Background: an optimization exercise with open tools, aiming at small area, a short achievable clock period and few clock cycles. Do not read the settings as production practice.
Only simulation tests tie the RTL to the original design; equivalence was not proved.
Power and IR drop assume default switching activity.

==> module cavlc_block_scan, before the edit <==
module cavlc_block_scan (
	input  logic         clk,
	input  logic         rst_n,
	input  logic         start_i,
	input  logic [256-1:0] block_i,
	input  logic         adv_i,           
	input  logic         adv_safe_i,      
	output logic         busy_o,
	output logic         tok_v_o,         
	output logic         tok_t1_o,        
	output logic         tok_last_o,      
	output logic         tok_first_o,     
	output logic         tok_adj_o,       
	output logic [11:0]  tok_cnt4_o,      
	output logic [15:0]  tok_data_o,      
	output logic [4:0]   tok_sg_o,        
	output logic         tok_ab_o,        
	output logic         tok_s2_o         
);
	logic [256-1:0] blk_q;
	logic [15:0] nz_q;         
	logic [15:0] one_q;        
	logic [15:0] sign_q;       
	logic        run2_q;       
	logic        have_q;       
	logic        first_q;      
	logic        pend_q;       
	logic        adj_q;
	logic        lastnext_q;   
	function automatic logic [4:0] therm_add(input logic [4:0] a, input logic [4:0] b);
		logic [5:0] ta, tb;
		logic [4:0] t;
		ta = {a, 1'b1};    
		tb = {b, 1'b1};
		for (int i = 1; i <= 5; i++) begin
			t[i-1] = 1'b0;
			for (int j = 0; j <= i; j++)
				t[i-1] = t[i-1] | (ta[j] & tb[i-j]);
		end
		therm_add = t;
	endfunction
	function automatic logic [4:0] therm16(input logic [15:0] x);
		logic [39:0] l1;
		logic [19:0] l2;
		logic [9:0]  l3;
		for (int i = 0; i < 8; i++)
			l1[5*i +: 5] = therm_add({4'd0, x[2*i]}, {4'd0, x[2*i+1]});
		for (int i = 0; i < 4; i++)
			l2[5*i +: 5] = therm_add(l1[10*i +: 5], l1[10*i+5 +: 5]);
		for (int i = 0; i < 2; i++)
			l3[5*i +: 5] = therm_add(l2[10*i +: 5], l2[10*i+5 +: 5]);
		therm16 = therm_add(l3[4:0], l3[9:5]);
	endfunction
	function automatic logic [15:0] or_above(input logic [15:0] x);
		logic [15:0] y;
		for (int k = 0; k < 16; k++)
			y[k] = |(x >> (k + 1));
		or_above = y;
	endfunction
	function automatic logic [15:0] or_below(input logic [15:0] x);
		logic [15:0] y;
		for (int k = 0; k < 16; k++)
			y[k] = |(x << (16 - k));
		or_below = y;
	endfunction
	logic [15:0] nz_in, one_in;
	logic [4:0]  th_in;
	logic        ln_in;
	always_comb begin
		for (int k = 0; k < 16; k++) begin
			nz_in[k]  = |block_i[16*k +: 16];
			one_in[k] = block_i[16*k] &
				((block_i[16*k+1 +: 15] == 15'd0) || (block_i[16*k+1 +: 15] == 15'h7fff));
		end
		th_in = therm16(nz_in);
		ln_in = !th_in[1];
	end
	logic [15:0] a1, a2, sel2one;
	logic [4:0]  th;
	logic        ge2, ge3, ge4, ge5, botone;
	logic [15:0] sel1, t1pos, rem;
	logic        top_one, two, is_t1, single, last, rem_le1;
	logic [1:0]  t1cnt;
	logic [2:0]  signs;
	logic        s1, s2;
	logic [23:0] c2;
	logic [11:0] c4;
	logic [15:0] coef;
	always_comb begin
		a1  = or_above(nz_q);                  
		a2  = or_above(nz_q & a1);             
		th  = therm16(nz_q);
		ge2 = th[1];
		ge3 = th[2];
		ge4 = th[3];
		ge5 = th[4];
		botone = (nz_q & ~or_below(nz_q) & one_q) != 16'd0;
		sel1    = nz_q & ~a1;
		top_one = (sel1 & one_q) != 16'd0;
		sel2one = nz_q & a1 & ~a2 & one_q;
		t1pos   = sel1 | sel2one;
		two     = sel2one != 16'd0;
		s1 = |(sel1 & sign_q);
		s2 = |(sel2one & sign_q);
		if (first_q) begin
			is_t1 = (nz_q == 16'd0) || top_one;
			t1cnt = (nz_q == 16'd0) ? 2'd0 : (two ? 2'd2 : 2'd1);
			signs = two ? {1'b0, s1, s2} : {2'b0, s1};
		end else begin
			is_t1 = run2_q && top_one;
			t1cnt = 2'd1;
			signs = {2'b0, s1};
		end
		for (int i = 0; i < 8; i++)
			c2[3*i +: 3] = 3'(nz_q[2*i]) + 3'(nz_q[2*i+1]);
		for (int i = 0; i < 4; i++)
			c4[3*i +: 3] = c2[6*i +: 3] + c2[6*i+3 +: 3];
		single = !first_q && run2_q && top_one;
		rem = nz_q & ~(single ? sel1 : t1pos);
		if (!single && two) begin
			last    = ~ge3;
			rem_le1 = ~ge4 || (!is_t1 && botone && !ge5);
		end else begin
			last    = ~ge2;
			rem_le1 = ~ge3 || (botone && !ge4);
		end
		coef = '0;
		for (int k = 0; k < 16; k++)
			coef = coef | (blk_q[16*k +: 16] & {16{sel1[k]}});
	end
	logic busy_q, accept, issue, have_d, lastnext_d;
	assign busy_o = busy_q;
	assign accept = start_i & ~busy_q;
	assign issue  = adv_i & have_q;
	always_comb begin
		if (accept) begin
			have_d     = 1'b1;
			lastnext_d = ln_in;
		end else if (issue) begin
			have_d     = ~last;
			lastnext_d = rem_le1;
		end else begin
			have_d     = have_q;
			lastnext_d = lastnext_q;
		end
	end
	always_ff @(posedge clk or negedge rst_n) begin
		if (!rst_n) begin
			have_q     <= 1'b0;
			first_q    <= 1'b0;
			pend_q     <= 1'b0;
			lastnext_q <= 1'b0;
			run2_q     <= 1'b0;
			busy_q     <= 1'b0;
			tok_v_o    <= 1'b0;
		end else begin
			have_q     <= have_d;
			lastnext_q <= lastnext_d;
			busy_q     <= have_d & ~(lastnext_d & adv_safe_i);
			if (accept) begin
				first_q    <= 1'b1;
				pend_q     <= 1'b0;
				run2_q     <= 1'b0;
			end else if (issue) begin
				first_q    <= 1'b0;
				pend_q     <= is_t1;
				run2_q     <= first_q && top_one && two;
			end
			if (adv_i)
				tok_v_o <= have_q;
		end
	end
	always_ff @(posedge clk) begin
		if (~busy_q) begin
			blk_q <= block_i;
			nz_q  <= nz_in;
			one_q <= one_in;
			for (int k = 0; k < 16; k++)
				sign_q[k] <= block_i[16*k+15];
		end else if (issue) begin
			nz_q  <= rem;
		end
		if (issue && first_q)
			tok_cnt4_o <= c4;
		if (issue && is_t1)
			adj_q <= first_q;
		if (issue) begin
			tok_t1_o    <= is_t1;
			tok_last_o  <= last;
			tok_first_o <= ~is_t1 & (first_q | pend_q | run2_q);
			tok_adj_o   <= first_q | adj_q | run2_q;
			tok_data_o  <= coef;
			tok_sg_o    <= {t1cnt, signs};
			tok_ab_o    <= ~is_t1 & two;
			tok_s2_o    <= s2;
		end
	end
endmodule
==> flow/config.mk <==
export PLATFORM = sky130hd
export DESIGN_NAME = cavlc_residual_top
export DESIGN_NICKNAME = cavlc_residual_top
export VERILOG_FILES = /design/flow/design.v
export SDC_FILE = /design/flow/constraint.sdc
export NUM_CORES = 4
export LEC_CHECK = 0
export CAP_MARGIN = 20
export CORE_MARGIN = 2
export CORE_UTILIZATION = 40
export SETUP_SLACK_MARGIN = 5
export SLEW_MARGIN = 20
==> flow/constraint.sdc <==
create_clock -name core_clock -period 11.0 [get_ports {clk}]
set_input_delay 2.2000 -clock core_clock [delete_from_list [all_inputs] [get_ports {clk}]]
set_output_delay 2.2000 -clock core_clock [all_outputs]
set_load 0.01 [all_outputs]
run.sh (not shown) runs the stock make flow with config.mk's settings and CLKGATE_MAP_FILE= SYNTH_SCRIPT=/design/flow/synth_recipe.tcl, a recipe that flattens the netlist after the stock synthesis.
The starting point went through all stages and came out clean.
Testbench counts at the start, summed over its fixed seeds: cycles 5,736.
Change:
--- a/flow/design.v
+++ b/flow/design.v
@@ -187,15 +187,15 @@
 			rem_le1 = ~ge3 || (botone && !ge4);
 		end
 		coef = '0;
 		for (int k = 0; k < 16; k++)
 			coef = coef | (blk_q[16*k +: 16] & {16{sel1[k]}});
 	end
-	logic busy_q, accept, issue, have_d, lastnext_d;
-	assign busy_o = busy_q;
-	assign accept = start_i & ~busy_q;
+	logic busy_q, safe_q, accept, issue, have_d, lastnext_d;
+	assign busy_o = busy_q & ~(first_q & lastnext_q & safe_q);
+	assign accept = start_i & ~busy_o;
 	assign issue  = adv_i & have_q;
 	always_comb begin
 		if (accept) begin
 			have_d     = 1'b1;
 			lastnext_d = ln_in;
 		end else if (issue) begin
@@ -211,17 +211,19 @@
 			have_q     <= 1'b0;
 			first_q    <= 1'b0;
 			pend_q     <= 1'b0;
 			lastnext_q <= 1'b0;
 			run2_q     <= 1'b0;
 			busy_q     <= 1'b0;
+			safe_q     <= 1'b0;
 			tok_v_o    <= 1'b0;
 		end else begin
 			have_q     <= have_d;
 			lastnext_q <= lastnext_d;
-			busy_q     <= have_d & ~(lastnext_d & adv_safe_i);
+			busy_q     <= have_d & ~(~accept & lastnext_d & adv_safe_i);
+			safe_q     <= adv_safe_i;
 			if (accept) begin
 				first_q    <= 1'b1;
 				pend_q     <= 1'b0;
 				run2_q     <= 1'b0;
 			end else if (issue) begin
 				first_q    <= 1'b0;
@@ -230,13 +232,13 @@
 			end
 			if (adv_i)
 				tok_v_o <= have_q;
 		end
 	end
 	always_ff @(posedge clk) begin
-		if (~busy_q) begin
+		if (~busy_o) begin
 			blk_q <= block_i;
 			nz_q  <= nz_in;
 			one_q <= one_in;
 			for (int k = 0; k < 16; k++)
 				sign_q[k] <= block_i[16*k+15];
 		end else if (issue) begin
=> The new run completed with no timing, DRC or antenna violations; power went down by 2.9%; clock power hardly moves; setup slack got worse by 570 ps; core utilization barely changes; fmax went down by 11%.
Testbench counts after the change, summed over its fixed seeds: cycles 5,736.

* * *

Setup of v18:
cavlc_residual_top, a different RTL version from the one above (not shown whole).
Size in the first run: roughly 2200 cells after synthesis, ~25000 um^2 of cells after synthesis.
## cavlc_residual_top
module cavlc_residual_top (
	input  logic                       clk,
	input  logic                       rst_n,
	input  logic                       start_i,
	input  logic [256-1:0]    block_i,      
	input  logic                       flush_i,
	output logic                       busy_o,
	output logic [7:0]                 byte_o,
	output logic                       byte_we_o,
	output logic                       block_done_o,
	output logic [9-1:0] block_bits_o
);
==> module cavlc_bit_packer, before the edit <==
module cavlc_bit_packer (
	input  logic                       clk,
	input  logic                       rst_n,
	input  logic                       code_v_i,
	input  logic                       code_last_i,
	input  logic [12:0]                code_val_i,
	input  logic [5-1:0]    code_len_i,
	input  logic [5:0]                 code_room_i,   
	input  logic                       flush_i,
	output logic                       adv_o,
	output logic                       adv_safe_o,    
	output logic [7:0]                 byte_o,
	output logic                       byte_we_o,
	output logic                       block_done_o,
	output logic [9-1:0] block_bits_o
);
	localparam int W = 52;
	logic [W-1:0] acc_q, acc_d, placed;
	logic [5:0]   cnt_q, c1;
	logic [5:0]   pos;
	logic         drain, consume;
	logic [9-1:0] bsum_q;
	logic [7:0]   byte_q;
	logic         byte_we_q, done_q;
	logic [5:0]   cnt_d;
	assign drain   = cnt_q >= 6'd8;
	assign c1      = drain ? cnt_q - 6'd8 : cnt_q;
	assign adv_o   = ~code_v_i | (c1 <= code_room_i);
	assign consume = code_v_i & adv_o;
	logic [9-1:0] bsum_b;
	always_comb begin
		if (consume) begin
			pos    = code_room_i - c1;
			placed = W'(code_val_i) << pos;
			cnt_d  = c1 + 6'(code_len_i);
		end else if (flush_i) begin
			pos    = 6'(W - 1) - c1;
			placed = W'(1) << pos;
			cnt_d  = {c1[5:3] + 3'd1, 3'd0};
		end else begin
			pos    = '0;
			placed = '0;
			cnt_d  = c1;
		end
		acc_d  = (drain ? acc_q << 8 : acc_q) | placed;
		bsum_b = done_q ? '0 : bsum_q;
	end
	always_ff @(posedge clk or negedge rst_n) begin
		if (!rst_n) begin
			acc_q     <= '0;
			cnt_q     <= '0;
			byte_we_q <= 1'b0;
			done_q    <= 1'b0;
			bsum_q    <= '0;
		end else begin
			acc_q     <= acc_d;
			cnt_q     <= cnt_d;
			byte_we_q <= drain;
			done_q    <= consume & code_last_i;
			bsum_q    <= consume ? bsum_b + 9'(code_len_i) : bsum_b;
		end
	end
	always_ff @(posedge clk) begin
		if (drain)
			byte_q <= acc_q[W-1 -: 8];
	end
	assign adv_safe_o   = cnt_d <= 6'd32;
	assign byte_o       = byte_q;
	assign byte_we_o    = byte_we_q;
	assign block_done_o = done_q;
	assign block_bits_o = bsum_q;
endmodule
==> flow/config.mk <==
export PLATFORM = sky130hd
export DESIGN_NAME = cavlc_residual_top
export DESIGN_NICKNAME = cavlc_residual_top
export VERILOG_FILES = /design/flow/design.v
export SDC_FILE = /design/flow/constraint.sdc
export NUM_CORES = 4
export LEC_CHECK = 0
export CAP_MARGIN = 20
export CORE_MARGIN = 2
export CORE_UTILIZATION = 40
export SETUP_SLACK_MARGIN = 5
export SLEW_MARGIN = 20
==> flow/constraint.sdc <==
create_clock -name core_clock -period 11.0 [get_ports {clk}]
set_input_delay 2.2000 -clock core_clock [delete_from_list [all_inputs] [get_ports {clk}]]
set_output_delay 2.2000 -clock core_clock [all_outputs]
set_load 0.01 [all_outputs]
The flow did not stop early for v18: all stages ran, and the layout cleared the timing, design-rule and antenna checks.
Testbench counts of v18, summed over its fixed seeds: cycles 7,161.
Relative to v18, the following input files were edited for v9:
diff --git a/flow/design.v b/flow/design.v
--- a/flow/design.v
+++ b/flow/design.v
@@ -370,31 +370,27 @@
 	localparam int W = 52;
 	logic [W-1:0] acc_q, acc_d, placed;
-	logic [5:0]   cnt_q, c1;
+	logic [5:0]   c1_q, cnt_d;
 	logic [5:0]   pos;
-	logic         drain, consume;
-	logic [9-1:0] bsum_q;
+	logic         drain_q, consume;
+	logic [9-1:0] bsum_q, bsum_b;
 	logic [7:0]   byte_q;
 	logic         byte_we_q, done_q;
-	logic [5:0]   cnt_d;
-	assign drain   = cnt_q >= 6'd8;
-	assign c1      = drain ? cnt_q - 6'd8 : cnt_q;
-	assign adv_o   = ~code_v_i | (c1 <= code_room_i);
+	assign adv_o   = ~code_v_i | (c1_q <= code_room_i);
 	assign consume = code_v_i & adv_o;
-	logic [9-1:0] bsum_b;
 	always_comb begin
 		if (consume) begin
-			pos    = code_room_i - c1;
+			pos    = code_room_i - c1_q;
 			placed = W'(code_val_i) << pos;
-			cnt_d  = c1 + 6'(code_len_i);
+			cnt_d  = c1_q + 6'(code_len_i);
 		end else if (flush_i) begin
-			pos    = 6'(W - 1) - c1;
+			pos    = 6'(W - 1) - c1_q;
 			placed = W'(1) << pos;
-			cnt_d  = {c1[5:3] + 3'd1, 3'd0};
+			cnt_d  = {c1_q[5:3] + 3'd1, 3'd0};
 		end else begin
 			pos    = '0;
 			placed = '0;
-			cnt_d  = c1;
+			cnt_d  = c1_q;
 		end
-		acc_d  = (drain ? acc_q << 8 : acc_q) | placed;
+		acc_d  = (drain_q ? acc_q << 8 : acc_q) | placed;
 		bsum_b = done_q ? '0 : bsum_q;
 	end
@@ -402,5 +398,6 @@
 		if (!rst_n) begin
 			acc_q     <= '0;
-			cnt_q     <= '0;
+			c1_q      <= '0;
+			drain_q   <= 1'b0;
 			byte_we_q <= 1'b0;
 			done_q    <= 1'b0;
@@ -408,6 +405,7 @@
 		end else begin
 			acc_q     <= acc_d;
-			cnt_q     <= cnt_d;
-			byte_we_q <= drain;
+			drain_q   <= cnt_d >= 6'd8;
+			c1_q      <= (cnt_d >= 6'd8) ? cnt_d - 6'd8 : cnt_d;
+			byte_we_q <= drain_q;
 			done_q    <= consume & code_last_i;
 			bsum_q    <= consume ? bsum_b + 9'(code_len_i) : bsum_b;
@@ -415,5 +413,5 @@
 	end
 	always_ff @(posedge clk) begin
-		if (drain)
+		if (drain_q)
 			byte_q <= acc_q[W-1 -: 8];
 	end
==> comparison <==
v9 vs v18: detailed placement HPWL down by a little under 10%. Summed area of non-filler cells in the final layout: v9 lower than v18. The area of the placeable core was comparable across v9 and v18. The start-to-end type of the worst setup path comes out input port to flip-flop in one run and flip-flop to flip-flop in the other, namely in v9 and v18 respectively. Diff v18 -> v9: largest net degree at the start of global routing went down by 121, met2 usage fell by 3.3 points, synthesized cell count lost 0.74%. Re number of clock-tree buffers in the layout: v9 and v18 aren't equal, and the lower value belongs to v18. On initial antenna violation count: v9 sits below v18. v9 vs. v18: part of the cycle the worst path needs went down 1.2 points, area after synthesis held.
Testbench counts of v9, summed over its fixed seeds: cycles 7,161.

what the ideal ports hide:
How much do the figures lean on ideal ports? The routed layouts below were timed once more, with nothing changed but the port constraints.
Step 1 sets driving cells, clkbuf_16 on the clock port and buf_2 on the other inputs (assumed; they add their load-dependent delay and slew).
Step 2 adds t to the input delays and takes it off the output delays; t is the mean of the earliest and latest rising clock arrival at the registers after step 1. Input paths then give back, and output paths get back, about the clock's delay inside the block.
Slacks: ideal ports / drivers / drivers and shift; pairs: ideal ports / drivers.
run | shift t [ns] | slack for setup (ns) | worst setup path after step 2 | clock arrival spread, ns | worst slew at a driven data input, ns
the first run of note 1 | 0.673 | 6.189 / 6.189 / 5.637 | input to register | 0.025 / 0.025 | 0.08
the second run of note 1 | 0.649 | 5.621 / 5.558 / 6.100 | input to register | 0.044 / 0.045 | 0.09
v18 | 0.666 | 6.205 / 6.205 / 5.815 | input to register | 0.055 / 0.055 | 0.08
v9 | 0.651 | 6.333 / 6.372 / 5.720 | input to register | 0.021 / 0.021 | 0.10
After both steps every run listed still meets setup and hold. For v9, which loses most, drivers alone change the setup slack by +0.039 ns; drivers and shift together by -0.613 ns.
